This design comes from an exercise in tuning for small area, a short achievable clock period and few clock cycles on the open sky130 flow, not from production work.
RTL that was checked went through simulation tests only; none was proved equivalent to the original.
Power and IR drop assume default switching activity.

==> flow/design.v <==
package isa_pkg;
    typedef enum logic [6:0] {
        OP_LOAD  = 7'b0000011,
        OP_STORE = 7'b0100011
    } opcode_e;
    typedef enum logic [2:0] {
        F3_B  = 3'b000,
        F3_H  = 3'b001,
        F3_W  = 3'b010,
        F3_BU = 3'b100,
        F3_HU = 3'b101
    } funct3_e;
endpackage
package lsu_pkg;
    typedef enum logic [1:0] {
        SIZE_B = 2'd0,
        SIZE_H = 2'd1,
        SIZE_W = 2'd2
    } acc_size_e;
    typedef struct packed {
        logic                     is_load;
        logic                     is_signed;
        acc_size_e                size;
        logic [8-1:0] addr;
        logic [3:0]               wmask;
        logic [32-1:0]     wdata;
    } lsu_entry_t;
    typedef enum logic {
        ISSUE_IDLE = 1'b0,
        ISSUE_WAIT = 1'b1
    } issue_state_e;
endpackage
module lsu_top (
    input  logic                 clk_i,
    input  logic                 rst_n_i,
    input  logic                 req_i,
    output logic                 ack_o,
    input  logic [32-1:0] inst_i,
    input  logic [32-1:0] rs1_i,
    input  logic [32-1:0] rs2_i,
    output logic                 wb_valid_o,
    output logic [32-1:0] wb_data_o,
    output logic                 fault_o
);
    localparam int AW    = 8;
    localparam int WORDS = 2 ** (AW - 2);
    logic          ack_q;
    logic          fault_q;
    logic          ld_q;
    logic [7:0]    st_hi_q;
    logic [7:0]    lo_q [4];
    logic [7:0]    hi_q;
    logic [3:0]    offd_q;
    logic [2:0]    f3_q;
    logic [31:0]   wdata_q;
    logic          wb_valid_q;
    logic [31:0]   wb_data_q;
    logic          is_load;
    logic          is_store;
    logic [2:0]    funct3;
    logic [AW-1:0] imm;
    logic          f3_ok;
    logic          aligned;
    logic          legal;
    logic          accept;
    logic [7:0]    lo_sel;
    logic [7:0]    hi_sel;
    assign is_load  = inst_i[6:0] == isa_pkg::OP_LOAD;
    assign is_store = inst_i[6:0] == isa_pkg::OP_STORE;
    assign funct3   = inst_i[14:12];
    assign imm = {inst_i[AW+19:25], inst_i[5] ? inst_i[11:7] : inst_i[24:20]};
    function automatic logic [7:0] onehot_sum(input logic [2:0] x, input logic [2:0] y,
                                              input logic c);
        logic [7:0] dx;
        logic [7:0] dy;
        logic [7:0] r;
        dx = 8'b1 << x;
        dy = 8'b1 << y;
        for (int k = 0; k < 8; k++) begin
            r[k] = 1'b0;
            for (int j = 0; j < 8; j++) begin
                r[k] = r[k] | (dx[j] & dy[(k - j) & 7]);
            end
        end
        onehot_sum = c ? {r[6:0], r[7]} : r;
    endfunction
    logic [AW-1:0] a;
    logic [AW-1:0] b;
    logic [AW-1:0] g;
    logic [AW-1:0] p;
    logic          c2;
    logic          c5;
    assign a  = rs1_i[AW-1:0];
    assign b  = imm;
    assign g  = a & b;
    assign p  = a | b;
    assign c2 = g[1] | (p[1] & g[0]);
    assign c5 = g[4] | (p[4] & g[3]) | (p[4] & p[3] & g[2]) | (p[4] & p[3] & p[2] & g[1])
              | (p[4] & p[3] & p[2] & p[1] & g[0]);
    assign lo_sel = onehot_sum(a[4:2], b[4:2], c2);
    assign hi_sel = onehot_sum(a[AW-1:5], b[AW-1:5], c5);
    logic [3:0] offd;
    logic [3:0] da;
    logic [3:0] db;
    logic [3:0] need;
    always_comb begin
        da = 4'b1 << a[1:0];
        db = 4'b1 << b[1:0];
        for (int l = 0; l < 4; l++) begin
            offd[l] = 1'b0;
            for (int j = 0; j < 4; j++) begin
                offd[l] = offd[l] | (da[j] & db[(l - j) & 3]);
            end
        end
        for (int l = 0; l < 4; l++) begin
            case (funct3[1:0])
                2'b00:   need[l] = offd[l];
                2'b01:   need[l] = offd[l & 2];
                default: need[l] = 1'b1;
            endcase
        end
    end
    always_comb begin
        case (funct3)
            3'b000, 3'b001, 3'b010: f3_ok = 1'b1;
            3'b100, 3'b101:         f3_ok = is_load;
            default:                f3_ok = 1'b0;
        endcase
        case (funct3[1:0])
            2'b01:   aligned = a[0] == b[0];
            2'b10:   aligned = (a[0] == b[0]) && (b[1] == (a[1] ^ a[0]));
            default: aligned = 1'b1;
        endcase
    end
    assign legal  = (is_load || is_store) && f3_ok && aligned;
    assign accept = req_i && !ack_q;
    always_ff @(posedge clk_i) begin
        if (!rst_n_i) begin
            ack_q      <= 1'b0;
            fault_q    <= 1'b0;
            ld_q       <= 1'b0;
            st_hi_q    <= '0;
            wb_valid_q <= 1'b0;
        end else begin
            ack_q      <= req_i;
            fault_q    <= accept && !legal;
            ld_q       <= accept && legal && is_load;
            st_hi_q    <= hi_sel & {8{accept && legal && is_store}};
            wb_valid_q <= ld_q;
        end
    end
    always_ff @(posedge clk_i) begin
        for (int l = 0; l < 4; l++) begin
            lo_q[l] <= lo_sel & {8{need[l]}};
        end
        hi_q    <= hi_sel;
        offd_q  <= offd;
        f3_q    <= funct3;
        wdata_q <= rs2_i;
    end
    logic [31:0] wdata;
    always_comb begin
        case (f3_q[1:0])
            2'b00:   wdata = {4{wdata_q[7:0]}};
            2'b01:   wdata = {2{wdata_q[15:0]}};
            default: wdata = wdata_q;
        endcase
    end
    logic [31:0] mem [WORDS];
    for (genvar w = 0; w < WORDS; w++) begin : g_word
        for (genvar b = 0; b < 4; b++) begin : g_byte
            logic we;
            assign we = st_hi_q[w / 8] & lo_q[b][w % 8];
            always_ff @(posedge clk_i) begin
                if (we) begin
                    mem[w][8*b +: 8] <= wdata[8*b +: 8];
                end
            end
        end
    end
    logic [7:0] grpb [8][4];
    logic [7:0] hs0  [4];
    logic [7:0] hs1  [4];
    logic [7:0] hsw;
    logic [7:0] ss1  [4];
    logic [7:0] ss23 [4];
    logic       is_b;
    logic       is_w;
    logic       sgn;
    logic       off_hi;
    logic [7:0] sg1;
    logic [7:0] sg23;
    logic [31:0] ext;
    assign is_b   = f3_q[1:0] == 2'b00;
    assign is_w   = f3_q[1];
    assign sgn    = ~f3_q[2];
    assign off_hi = offd_q[2] | offd_q[3];
    logic [7:0]  tk;
    logic [3:0]  tl;
    logic [31:0] t0;
    logic [23:0] t1;
    logic [15:0] t2;
    logic [15:0] t3;
    always_comb begin
        for (int h = 0; h < 8; h++) begin
            for (int l = 0; l < 4; l++) begin
                for (int i = 0; i < 8; i++) begin
                    for (int k = 0; k < 8; k++) begin
                        tk[k] = mem[h*8+k][8*l+i] & lo_q[l][k];
                    end
                    grpb[h][l][i] = |tk;
                end
            end
        end
        hsw = hi_q & {8{is_w}};
        for (int l = 0; l < 4; l++) begin
            hs0[l]  = hi_q & {8{offd_q[l]}};
            hs1[l]  = (l == 1) ? hi_q & {8{~off_hi & ~is_b}} :
                      (l == 3) ? hi_q & {8{off_hi & ~is_b}} : 8'h00;
            ss1[l]  = hs0[l] & {8{sgn & is_b}};
            ss23[l] = is_b ? hs0[l] & {8{sgn}} :
                      ((l == 1) ? hi_q & {8{~off_hi & sgn & ~is_w}} :
                       (l == 3) ? hi_q & {8{off_hi & sgn & ~is_w}} : 8'h00);
        end
        for (int h = 0; h < 8; h++) begin
            for (int l = 0; l < 4; l++) begin
                tl[l] = grpb[h][l][7] & ss1[l][h];
            end
            sg1[h] = |tl;
            for (int l = 0; l < 4; l++) begin
                tl[l] = grpb[h][l][7] & ss23[l][h];
            end
            sg23[h] = |tl;
        end
        for (int i = 0; i < 8; i++) begin
            for (int h = 0; h < 8; h++) begin
                for (int l = 0; l < 4; l++) begin
                    t0[h*4+l] = grpb[h][l][i] & hs0[l][h];
                end
                t1[h*3]   = grpb[h][1][i] & hs1[1][h];
                t1[h*3+1] = grpb[h][3][i] & hs1[3][h];
                t1[h*3+2] = sg1[h];
                t2[h*2]   = grpb[h][2][i] & hsw[h];
                t2[h*2+1] = sg23[h];
                t3[h*2]   = grpb[h][3][i] & hsw[h];
                t3[h*2+1] = sg23[h];
            end
            ext[i]      = |t0;
            ext[8 + i]  = |t1;
            ext[16 + i] = |t2;
            ext[24 + i] = |t3;
        end
    end
    always_ff @(posedge clk_i) begin
        wb_data_q <= ext;
    end
    assign ack_o      = ack_q;
    assign fault_o    = fault_q;
    assign wb_valid_o = wb_valid_q;
    assign wb_data_o  = wb_data_q;
endmodule
Settings: LEC_CHECK=0, ABC_AREA=1, CAP_MARGIN=20, CORE_MARGIN=2, CORE_UTILIZATION=40, SETUP_SLACK_MARGIN=2.6, SLEW_MARGIN=20; clock period 5.0 ns.
run.sh (not shown) runs the stock make flow with config.mk's settings and CLKGATE_MAP_FILE= SYNTH_SCRIPT=/design/flow/synth_recipe.tcl, a recipe that flattens the netlist after the stock synthesis.
Testbench counts at the start, summed over its fixed seeds: cycles 32,000.
Next try:
--- a/flow/design.v
+++ b/flow/design.v
@@ -44,13 +44,13 @@
 );
     localparam int AW    = 8;
     localparam int WORDS = 2 ** (AW - 2);
     logic          ack_q;
     logic          fault_q;
     logic          ld_q;
-    logic [7:0]    st_hi_q;
+    logic          st_q;
     logic [7:0]    lo_q [4];
     logic [7:0]    hi_q;
     logic [3:0]    offd_q;
     logic [2:0]    f3_q;
     logic [31:0]   wdata_q;
     logic          wb_valid_q;
@@ -136,19 +136,19 @@
     assign accept = req_i && !ack_q;
     always_ff @(posedge clk_i) begin
         if (!rst_n_i) begin
             ack_q      <= 1'b0;
             fault_q    <= 1'b0;
             ld_q       <= 1'b0;
-            st_hi_q    <= '0;
+            st_q       <= 1'b0;
             wb_valid_q <= 1'b0;
         end else begin
             ack_q      <= req_i;
             fault_q    <= accept && !legal;
             ld_q       <= accept && legal && is_load;
-            st_hi_q    <= hi_sel & {8{accept && legal && is_store}};
+            st_q       <= accept && legal && is_store;
             wb_valid_q <= ld_q;
         end
     end
     always_ff @(posedge clk_i) begin
         for (int l = 0; l < 4; l++) begin
             lo_q[l] <= lo_sel & {8{need[l]}};
@@ -167,13 +167,13 @@
         endcase
     end
     logic [31:0] mem [WORDS];
     for (genvar w = 0; w < WORDS; w++) begin : g_word
         for (genvar b = 0; b < 4; b++) begin : g_byte
             logic we;
-            assign we = st_hi_q[w / 8] & lo_q[b][w % 8];
+            assign we = st_q & hi_q[w / 8] & lo_q[b][w % 8];
             always_ff @(posedge clk_i) begin
                 if (we) begin
                     mem[w][8*b +: 8] <= wdata[8*b +: 8];
                 end
             end
         end
The new run completed with no timing, DRC or antenna violations.
Wire length is higher by a few percent.
Final cell count goes down by a few percent.
Synthesized cell count drops by a few percent.
Sequential share of layout area is higher by 0.31 points.
Setup slack is worse by 0.098 ns.
Design area drops slightly.
Area after synthesis shrinks slightly.
Core utilization rose by 0.31 points.
Testbench counts after the change, summed over its fixed seeds: cycles 32,000.

========
RTL: the design.v shown in full above, as it stands there.
Settings: LEC_CHECK=0, ABC_AREA=1, CAP_MARGIN=20, CORE_MARGIN=2, CORE_UTILIZATION=40, CTS_CLUSTER_DIAMETER=100, CTS_CLUSTER_SIZE=25, SETUP_SLACK_MARGIN=2.6, SLEW_MARGIN=20; clock period 5.0 ns.
The starting point completed without violations.
Testbench counts at the start, summed over its fixed seeds: cycles 32,000.
Rerun with:
--- a/flow/design.v
+++ b/flow/design.v
@@ -179,10 +179,8 @@
         end
     end
     logic [7:0] grpb [8][4];
     logic [7:0] hs0  [4];
-    logic [7:0] hs1  [4];
-    logic [7:0] hsw;
     logic [7:0] ss1  [4];
     logic [7:0] ss23 [4];
     logic       is_b;
     logic       is_w;
@@ -196,12 +194,13 @@
     assign sgn    = ~f3_q[2];
     assign off_hi = offd_q[2] | offd_q[3];
     logic [7:0]  tk;
     logic [3:0]  tl;
-    logic [31:0] t0;
-    logic [23:0] t1;
-    logic [15:0] t2;
-    logic [15:0] t3;
+    logic [3:0]  t0;
+    logic [7:0]  th;
+    logic [7:0]  lw [4];
+    logic        fill1;
+    logic        fill23;
     always_comb begin
         for (int h = 0; h < 8; h++) begin
             for (int l = 0; l < 4; l++) begin
                 for (int i = 0; i < 8; i++) begin
@@ -211,13 +210,10 @@
                     grpb[h][l][i] = |tk;
                 end
             end
         end
-        hsw = hi_q & {8{is_w}};
         for (int l = 0; l < 4; l++) begin
             hs0[l]  = hi_q & {8{offd_q[l]}};
-            hs1[l]  = (l == 1) ? hi_q & {8{~off_hi & ~is_b}} :
-                      (l == 3) ? hi_q & {8{off_hi & ~is_b}} : 8'h00;
             ss1[l]  = hs0[l] & {8{sgn & is_b}};
             ss23[l] = is_b ? hs0[l] & {8{sgn}} :
                       ((l == 1) ? hi_q & {8{~off_hi & sgn & ~is_w}} :
                        (l == 3) ? hi_q & {8{off_hi & sgn & ~is_w}} : 8'h00);
@@ -231,25 +227,26 @@
                 tl[l] = grpb[h][l][7] & ss23[l][h];
             end
             sg23[h] = |tl;
         end
+        for (int l = 0; l < 4; l++) begin
+            for (int i = 0; i < 8; i++) begin
+                for (int h = 0; h < 8; h++) begin
+                    th[h] = grpb[h][l][i] & hi_q[h];
+                end
+                lw[l][i] = |th;
+            end
+        end
+        fill1  = |sg1;
+        fill23 = |sg23;
         for (int i = 0; i < 8; i++) begin
-            for (int h = 0; h < 8; h++) begin
-                for (int l = 0; l < 4; l++) begin
-                    t0[h*4+l] = grpb[h][l][i] & hs0[l][h];
-                end
-                t1[h*3]   = grpb[h][1][i] & hs1[1][h];
-                t1[h*3+1] = grpb[h][3][i] & hs1[3][h];
-                t1[h*3+2] = sg1[h];
-                t2[h*2]   = grpb[h][2][i] & hsw[h];
-                t2[h*2+1] = sg23[h];
-                t3[h*2]   = grpb[h][3][i] & hsw[h];
-                t3[h*2+1] = sg23[h];
+            for (int l = 0; l < 4; l++) begin
+                t0[l] = lw[l][i] & offd_q[l];
             end
             ext[i]      = |t0;
-            ext[8 + i]  = |t1;
-            ext[16 + i] = |t2;
-            ext[24 + i] = |t3;
+            ext[8 + i]  = (lw[1][i] & ~off_hi & ~is_b) | (lw[3][i] & off_hi & ~is_b) | fill1;
+            ext[16 + i] = (lw[2][i] & is_w) | fill23;
+            ext[24 + i] = (lw[3][i] & is_w) | fill23;
         end
     end
     always_ff @(posedge clk_i) begin
         wb_data_q <= ext;
Final area is lower by about 1.4%.
Critical path depth is higher by 1.
Power is about the same.
Utilization is lower by 0.19 points.
Routed wire length is lower by 8.1%.
Setup slack gets worse by 0.038 ns.
Cell count is about the same.
Sequential power barely changes.
Clock skew is higher by 0.010 ns.
Testbench counts after the change, summed over its fixed seeds: cycles 32,000.

========
lsu_top, a different RTL version from the one above (not shown whole).
Size: roughly 4900 cells after synthesis, about 2200 flip-flops, ~0.081 mm² of cells after synthesis.
==> flow/config.mk <==
export PLATFORM = sky130hd
export DESIGN_NAME = lsu_top
export DESIGN_NICKNAME = lsu_top
export VERILOG_FILES = /design/flow/design.v
export SDC_FILE = /design/flow/constraint.sdc
export NUM_CORES = 4
export LEC_CHECK = 0
export CAP_MARGIN = 20
export CORE_MARGIN = 2
export CORE_UTILIZATION = 40
export SETUP_SLACK_MARGIN = 2.6
export SLEW_MARGIN = 20
==> flow/constraint.sdc <==
create_clock -name core_clock -period 5.0 [get_ports {clk_i}]
set_input_delay 1.0000 -clock core_clock [delete_from_list [all_inputs] [get_ports {clk_i}]]
set_output_delay 1.0000 -clock core_clock [all_outputs]
set_load 0.01 [all_outputs]
Edit:
--- a/flow/design.v
+++ b/flow/design.v
@@ -45,12 +45,13 @@
     localparam int AW    = 8;
     localparam int WORDS = 2 ** (AW - 2);
     logic          ack_q;
     logic          fault_q;
     logic          ld_q;
     logic          st_q;
+    logic          hold_q;
     logic [7:0]    lo_q [4];
     logic [7:0]    hi_q;
     logic [3:0]    offd_q;
     logic [2:0]    f3_q;
     logic [31:0]   wdata_q;
     logic          wb_valid_q;
@@ -137,18 +138,20 @@
     always_ff @(posedge clk_i) begin
         if (!rst_n_i) begin
             ack_q      <= 1'b0;
             fault_q    <= 1'b0;
             ld_q       <= 1'b0;
             st_q       <= 1'b0;
+            hold_q     <= 1'b1;
             wb_valid_q <= 1'b0;
         end else begin
             ack_q      <= req_i;
             fault_q    <= accept && !legal;
             ld_q       <= accept && legal && is_load;
             st_q       <= accept && legal && is_store;
+            hold_q     <= !(accept && legal && is_store);
             wb_valid_q <= ld_q;
         end
     end
     always_ff @(posedge clk_i) begin
         for (int l = 0; l < 4; l++) begin
             lo_q[l] <= lo_sel & {8{need[l]}};
@@ -167,17 +170,17 @@
         endcase
     end
     logic [31:0] mem [WORDS];
     for (genvar w = 0; w < WORDS; w++) begin : g_word
         for (genvar b = 0; b < 4; b++) begin : g_byte
             logic we;
-            assign we = st_q & hi_q[w / 8] & lo_q[b][w % 8];
+            logic keep;
+            assign we   = st_q & hi_q[w / 8] & lo_q[b][w % 8];
+            assign keep = hold_q | ~hi_q[w / 8] | ~lo_q[b][w % 8];
             always_ff @(posedge clk_i) begin
-                if (we) begin
-                    mem[w][8*b +: 8] <= wdata[8*b +: 8];
-                end
+                mem[w][8*b +: 8] <= (mem[w][8*b +: 8] & {8{keep}}) | (wdata[8*b +: 8] & {8{we}});
             end
         end
     end
     logic [7:0] grpb [8][4];
     logic [7:0] hs0  [4];
     logic [7:0] hs1  [4];
@@ -190,14 +193,13 @@
     logic       off_hi;
     logic [7:0] b0;
     logic [7:0] b1;
     logic [7:0] r2;
     logic [7:0] r3;
     logic       sx1;
-    logic       sx2;
-    logic       sx3;
+    logic       sx23;
     assign is_b   = f3_q[1:0] == 2'b00;
     assign is_w   = f3_q[1];
     assign sgn    = ~f3_q[2];
     assign off_hi = offd_q[2] | offd_q[3];
     always_comb begin
         for (int h = 0; h < 8; h++) begin
@@ -220,44 +222,36 @@
         end
         b0   = '0;
         b1   = '0;
         r2   = '0;
         r3   = '0;
         sx1  = 1'b0;
-        sx2  = 1'b0;
-        sx3  = 1'b0;
+        sx23 = 1'b0;
         for (int h = 0; h < 8; h++) begin
             for (int l = 0; l < 4; l++) begin
                 b0   = b0 | (grpb[h][l] & {8{hs0[l][h]}});
                 b1   = b1 | (grpb[h][l] & {8{hs1[l][h]}});
                 sx1  = sx1 | (grpb[h][l][7] & ss1[l][h]);
-                sx2  = sx2 | (grpb[h][l][7] & ss23[l][h]);
+                sx23 = sx23 | (grpb[h][l][7] & ss23[l][h]);
             end
             r2 = r2 | (grpb[h][2] & {8{hsw[h]}});
             r3 = r3 | (grpb[h][3] & {8{hsw[h]}});
-        end
-        for (int l = 0; l < 4; l++) begin
-            for (int h = 0; h < 8; h++) begin
-                sx3 = sx3 | (grpb[h][l][7] & ss23[l][h]);
-            end
         end
     end
     logic [7:0]  b0_n_q;
     logic [7:0]  b1_n_q;
     logic [15:0] r23_n_q;
     logic        sx1_n_q;
-    logic        sx2_n_q;
-    logic        sx3_n_q;
+    logic        sx23_n_q;
     always_ff @(posedge clk_i) begin
         b0_n_q   <= ~b0;
         b1_n_q   <= ~b1;
         r23_n_q  <= ~{r3, r2};
         sx1_n_q  <= ~sx1;
-        sx2_n_q  <= ~sx2;
-        sx3_n_q  <= ~sx3;
-    end
-    assign wb_data_q = {~(r23_n_q[15:8] & {8{sx3_n_q}}), ~(r23_n_q[7:0] & {8{sx2_n_q}}), ~(b1_n_q & {8{sx1_n_q}}), ~b0_n_q};
+        sx23_n_q <= ~sx23;
+    end
+    assign wb_data_q = {~(r23_n_q & {16{sx23_n_q}}), ~(b1_n_q & {8{sx1_n_q}}), ~b0_n_q};
     assign ack_o      = ack_q;
     assign fault_o    = fault_q;
     assign wb_valid_o = wb_valid_q;
     assign wb_data_o  = wb_data_q;
 endmodule
What happened: Setup slack degrades by 100 ps; clock power rose by roughly a tenth; power is lower by a little under a tenth; maximum frequency went down by a few percent; final area climbs by a few percent; cell count rose by a quarter to a third; sequential cell count does not change; hold slack is worse by 130 ps; non-clock buffer count goes up by 262; core utilization went up by 2.3 points; wire length increases by a quarter to a third; die area goes down slightly.
No functional check of the RTL was part of any run of this note.

-- separate check: timing with driven ports --
In the flow no input, the clock included, has a driving cell. The finished layouts below were timed again as built, in two steps.
Step 1 sets driving cells, clkbuf_16 on the clock port and buf_2 on the other inputs (assumed; they add their load-dependent delay and slew).
Step 2, shift: input delay + t, output delay - t, t = (earliest + latest rising clock arrival at the registers) / 2. This alone moves slack from input paths to output paths.
Slacks: no drivers / after step 1 / after step 2; pairs: no drivers / after step 1.
run	shift t [ns]	setup slack, ns	hold WS [ns]	worst register clock-pin slew, ns	cell pins on the clock port's net
the first run of note 1	0.923	2.608 / 2.535 / 1.886	0.415 / 0.415 / 0.415	0.07 / 0.07	1
the second run of note 1	0.947	2.510 / 2.495 / 1.803	0.426 / 0.426 / 0.426	0.07 / 0.07	1
the first run of note 2	0.864	2.621 / 2.575 / 1.908	0.404 / 0.404 / 0.404	0.11 / 0.11	1
the second run of note 2	0.853	2.582 / 2.575 / 1.837	0.433 / 0.433 / 0.433	0.10 / 0.10	1
the first run of note 3	0.927	2.246 / 2.161 / 1.722	0.563 / 0.503 / 0.599	0.07 / 0.07	1
the second run of note 3	0.962	2.143 / 2.139 / 1.398	0.432 / 0.399 / 0.432	0.07 / 0.07	1
After both steps setup and hold are still met in every run listed.
